Source: an optimization exercise on an open RTL-to-GDS flow (aim: small area, a short achievable clock period and few clock cycles per item). Production flows keep margins and buffers that such runs may drop.
At most, simulation tests tie the RTL to the original design; equivalence was not proved.
Power is estimated from default activity; no workload was simulated.

==> module conv1d_top, before the edit <==
module conv1d_top (
  input  logic        clk,
  input  logic        rst_n,
  input  logic        psel_i,
  input  logic        penable_i,
  input  logic        pwrite_i,
  input  logic [7:0]  paddr_i,
  input  logic [31:0] pwdata_i,
  output logic [31:0] prdata_o,
  output logic        pready_o,
  output logic        pslverr_o,
  output logic        mem_req_o,
  output logic        mem_we_o,
  output logic [6:0]  mem_addr_o,
  output logic [31:0] mem_wdata_o,
  input  logic [31:0] mem_rdata_i,
  output logic        done_o
);
  localparam int SW = conv1d_pkg::SUM_W;
  logic sel_ctrl_q, sel_stat_q, sel_taps_q, sel_src_q, sel_dst_q, sel_cnt_q, bad_q;
  always_ff @(posedge clk) begin
    sel_ctrl_q <= (paddr_i == conv1d_pkg::REG_CTRL);
    sel_stat_q <= (paddr_i == conv1d_pkg::REG_STATUS);
    sel_taps_q <= (paddr_i == conv1d_pkg::REG_TAPS);
    sel_src_q  <= (paddr_i == conv1d_pkg::REG_SRC);
    sel_dst_q  <= (paddr_i == conv1d_pkg::REG_DST);
    sel_cnt_q  <= (paddr_i == conv1d_pkg::REG_COUNT);
    bad_q      <= !(paddr_i == conv1d_pkg::REG_CTRL  || paddr_i == conv1d_pkg::REG_STATUS ||
                    paddr_i == conv1d_pkg::REG_TAPS  || paddr_i == conv1d_pkg::REG_SRC ||
                    paddr_i == conv1d_pkg::REG_DST   || paddr_i == conv1d_pkg::REG_COUNT);
  end
  logic wr;
  assign wr        = psel_i & penable_i & pwrite_i;
  assign pready_o  = 1'b1;
  assign pslverr_o = bad_q;
  logic [31:0] taps_q;
  logic [6:0]  src_q, dst_q, cnt_q;
  always_ff @(posedge clk or posedge rst_n) begin
    if (rst_n) begin
      taps_q <= '0;
      src_q  <= '0;
      dst_q  <= '0;
      cnt_q  <= '0;
    end else begin
      if (wr && sel_taps_q) taps_q <= pwdata_i;
      if (wr && sel_src_q)  src_q  <= pwdata_i[6:0];
      if (wr && sel_dst_q)  dst_q  <= pwdata_i[6:0];
      if (wr && sel_cnt_q)  cnt_q  <= pwdata_i[6:0];
    end
  end
  logic       run_q;      
  logic       done_q;
  logic       req_q, we_q;
  logic       ph_q;       
  logic [1:0] fs_q;       
  logic [6:0] wl_q;       
  logic [6:0] rdp_q, wrp_q;
  logic       rv_q;       
  logic start, setup_start, load;
  logic spec_q;           
  assign start       = wr & sel_ctrl_q & pwdata_i[0] & ~run_q;
  assign setup_start = psel_i & ~penable_i & pwrite_i & (paddr_i == conv1d_pkg::REG_CTRL) &
                       pwdata_i[0] & ~run_q & (cnt_q != '0);
  assign load        = setup_start | (start & ~spec_q);
  logic       rd_now, wr_now;
  logic [6:0] wl_d;
  assign rd_now = req_q & ~we_q;
  assign wr_now = req_q & we_q;
  assign wl_d   = wl_q - {6'd0, wr_now};
  logic nx_rd, nx_wr, last;
  always_comb begin
    nx_rd = 1'b0;
    nx_wr = 1'b0;
    last  = 1'b0;
    if (run_q || (start && spec_q)) begin
      if (!ph_q) begin
        nx_rd = fs_q[1] || (wl_d > ((fs_q == 2'd1) ? 7'd1 : 7'd2));
      end else if (fs_q == 2'd3) begin
        nx_rd = 1'b1;
      end else if (fs_q == 2'd0) begin
        nx_wr = 1'b1;
        last  = (wl_q == 7'd1);
      end
    end
  end
  always_ff @(posedge clk or posedge rst_n) begin
    if (rst_n) begin
      run_q  <= 1'b0;
      done_q <= 1'b0;
      req_q  <= 1'b0;
      spec_q <= 1'b0;
    end else begin
      spec_q <= setup_start;
      if (start) begin
        run_q  <= (cnt_q != '0);
        done_q <= (cnt_q == '0);
      end else if (last) begin
        run_q  <= 1'b0;
        done_q <= 1'b1;
      end
      if (load) begin
        req_q <= (cnt_q != '0);
      end else begin
        req_q <= nx_rd | nx_wr;
      end
    end
  end
  always_ff @(posedge clk) ph_q <= ph_d;
  always_ff @(posedge clk) begin
    rv_q <= rd_now;
    if (load) begin
      we_q  <= 1'b0;
      fs_q  <= 2'd3;
      wl_q  <= cnt_q;
      rdp_q <= src_q;
      wrp_q <= dst_q;
    end else begin
      we_q <= nx_wr;
      if (ph_q && fs_q != 2'd0) fs_q <= fs_q - 2'd1;
      wl_q <= wl_d;
      if (rd_now) rdp_q <= rdp_q + 7'd1;
      if (wr_now) wrp_q <= wrp_q + 7'd1;
    end
  end
  assign mem_req_o  = req_q;
  assign mem_we_o   = we_q;
  assign mem_addr_o = we_q ? wrp_q : rdp_q;
  logic [7:0]    xa_q, xb_q, xc_q;
  logic [SW-1:0] acc_q;
  always_ff @(posedge clk) begin
    if (rv_q) begin
      xb_q <= mem_rdata_i[7:0];
      xc_q <= xb_q;
      xa_q <= xc_q;
    end
  end
  logic          ph_d;
  logic [7:0]    ta_q, tb_q;
  assign ph_d = load ? 1'b0 : ~ph_q;
  always_ff @(posedge clk) begin
    ta_q <= ph_d ? taps_q[15:8]  : taps_q[7:0];
    tb_q <= ph_d ? taps_q[31:24] : taps_q[23:16];
  end
  logic [SW-1:0] s_n_q, c_n_q, s_n_d, c_n_d;
  conv1d_datapath u_dp (
    .xa_i   (xa_q),
    .ta_i   (ta_q),
    .xb_i   (xb_q),
    .tb_i   (tb_q),
    .fs_n_i (s_n_q | {SW{~ph_q}}),
    .fc_n_i (c_n_q | {SW{~ph_q}}),
    .s_n_o  (s_n_d),
    .c_n_o  (c_n_d)
  );
  always_ff @(posedge clk) begin
    s_n_q <= s_n_d;
    c_n_q <= c_n_d;
  end
  logic [SW-1:0] res_q;
  always_ff @(posedge clk) begin
    if (!ph_q) res_q <= SW'(~s_n_q) + SW'(~c_n_q);
  end
  assign mem_wdata_o = {{(32-SW){1'b0}}, res_q};
  always_comb begin
    prdata_o = '0;
    prdata_o |= {32{sel_taps_q}} & taps_q;
    prdata_o[6:0] |= ({7{sel_src_q}} & src_q) | ({7{sel_dst_q}} & dst_q) | ({7{sel_cnt_q}} & cnt_q);
    prdata_o[1:0] |= {2{sel_stat_q}} & {done_q, run_q};
  end
  assign done_o = done_q;
endmodule
==> flow/config.mk <==
export PLATFORM = sky130hd
export DESIGN_NAME = conv1d_top
export DESIGN_NICKNAME = conv1d_top
export VERILOG_FILES = /design/flow/design.v
export SDC_FILE = /design/flow/constraint.sdc
export NUM_CORES = 4
export LEC_CHECK = 0
export CAP_MARGIN = 20
export CORE_MARGIN = 2
export CORE_UTILIZATION = 40
export SETUP_SLACK_MARGIN = 4.5
export SLEW_MARGIN = 20
export SYNTH_HIERARCHICAL = 1
export SYNTH_MINIMUM_KEEP_SIZE = 0
==> flow/constraint.sdc <==
create_clock -name core_clock -period 8.0 [get_ports {clk}]
set_input_delay 1.6000 -clock core_clock [delete_from_list [all_inputs] [get_ports {clk}]]
set_output_delay 1.6000 -clock core_clock [all_outputs]
set_load 0.01 [all_outputs]
run.sh (not shown) runs the stock make flow with config.mk's settings and CLKGATE_MAP_FILE= SYNTH_SCRIPT=/design/flow/synth_recipe.tcl, a recipe that flattens the netlist after the stock synthesis.
Testbench counts at the start, summed over its fixed seeds: cycles 5,000, items 1,988.
Next try:
--- a/flow/design.v
+++ b/flow/design.v
@@ -320,10 +320,6 @@
   logic [6:0] rdp_q, wrp_q;
   logic       rv_q;       
-  logic start, setup_start, load;
-  logic spec_q;           
-  assign start       = wr & sel_ctrl_q & pwdata_i[0] & ~run_q;
-  assign setup_start = psel_i & ~penable_i & pwrite_i & (paddr_i == conv1d_pkg::REG_CTRL) &
-                       pwdata_i[0] & ~run_q & (cnt_q != '0);
-  assign load        = setup_start | (start & ~spec_q);
+  logic start;
+  assign start = wr & sel_ctrl_q & pwdata_i[0] & ~run_q;
   logic       rd_now, wr_now;
   logic [6:0] wl_d;
@@ -336,10 +332,10 @@
     nx_wr = 1'b0;
     last  = 1'b0;
-    if (run_q || (start && spec_q)) begin
-      if (!ph_q) begin
-        nx_rd = fs_q[1] || (wl_d > ((fs_q == 2'd1) ? 7'd1 : 7'd2));
-      end else if (fs_q == 2'd3) begin
-        nx_rd = 1'b1;
-      end else if (fs_q == 2'd0) begin
+    if (run_q) begin
+      if (fs_q != 2'd0) begin
+        nx_rd = !ph_q || fs_q[1];
+      end else if (!ph_q) begin
+        nx_rd = (wl_d > 7'd1);
+      end else begin
         nx_wr = 1'b1;
         last  = (wl_q == 7'd1);
@@ -352,18 +348,15 @@
       done_q <= 1'b0;
       req_q  <= 1'b0;
-      spec_q <= 1'b0;
     end else begin
-      spec_q <= setup_start;
       if (start) begin
         run_q  <= (cnt_q != '0);
         done_q <= (cnt_q == '0);
-      end else if (last) begin
-        run_q  <= 1'b0;
-        done_q <= 1'b1;
-      end
-      if (load) begin
-        req_q <= (cnt_q != '0);
+        req_q  <= (cnt_q != '0);
       end else begin
         req_q <= nx_rd | nx_wr;
+        if (last) begin
+          run_q  <= 1'b0;
+          done_q <= 1'b1;
+        end
       end
     end
@@ -372,7 +365,7 @@
   always_ff @(posedge clk) begin
     rv_q <= rd_now;
-    if (load) begin
+    if (start) begin
       we_q  <= 1'b0;
-      fs_q  <= 2'd3;
+      fs_q  <= 2'd2;
       wl_q  <= cnt_q;
       rdp_q <= src_q;
@@ -400,5 +393,5 @@
   logic          ph_d;
   logic [7:0]    ta_q, tb_q;
-  assign ph_d = load ? 1'b0 : ~ph_q;
+  assign ph_d = start ? 1'b0 : ~ph_q;
   always_ff @(posedge clk) begin
     ta_q <= ph_d ? taps_q[15:8]  : taps_q[7:0];
@@ -420,9 +413,5 @@
     c_n_q <= c_n_d;
   end
-  logic [SW-1:0] res_q;
-  always_ff @(posedge clk) begin
-    if (!ph_q) res_q <= SW'(~s_n_q) + SW'(~c_n_q);
-  end
-  assign mem_wdata_o = {{(32-SW){1'b0}}, res_q};
+  assign mem_wdata_o = {{(32-SW){1'b0}}, SW'(~s_n_q) + SW'(~c_n_q)};
   always_comb begin
     prdata_o = '0;
The changed run passed the timing, design-rule and antenna checks.
Final area decreases by 4.0%.
Non-clock buffer count climbs by 12.
Cell count fell by 2.7%.
Routed wire length drops by 4.7%.
Synthesized cell count shrinks by 3.3%.
Critical path depth is higher by 3.
Setup slack gets worse by 0.66 ns.
Count of clock-buffer cells in the layout decreases by 6.
Power shrinks by 4.7%.
Utilization grows by 1.1 points.
Die area shrinks by 6.2%.
Area after synthesis shrinks by 6.3%.
Sequential share of layout area drops by 2.8 points.
Register-to-register slack is worse by 0.096 ns.
The RTL of the second run of this note was laid out without a check of its function.

## afterwards: timing with drivers on the ports
The flow's constraints put no driver on any port. The routed layouts listed below were extracted and timed again, unchanged, in two steps. Step 1: set_driving_cell puts a clkbuf_16 on clk and a buf_2 on each other input, an assumption about the parent block. Step 2 times the ports against the registers' clock, not the clock port: input delays grow and output delays shrink by t, the midpoint of the rising clock arrivals with the driver on. a / b / c = ideal / step 1 / step 2; a / b = the first two.
run	t (ns)	setup slack, ns	worst register clock-pin slew, ns
the first run	0.485	4.486 / 4.486 / 4.117	0.07 / 0.07
the second run	0.483	3.831 / 3.778 / 4.261	0.09 / 0.09
After both steps every run listed still meets setup and hold. The setup slack of the first run, which loses most, moves by 0.000 ns with the drivers and by -0.369 ns with both steps.
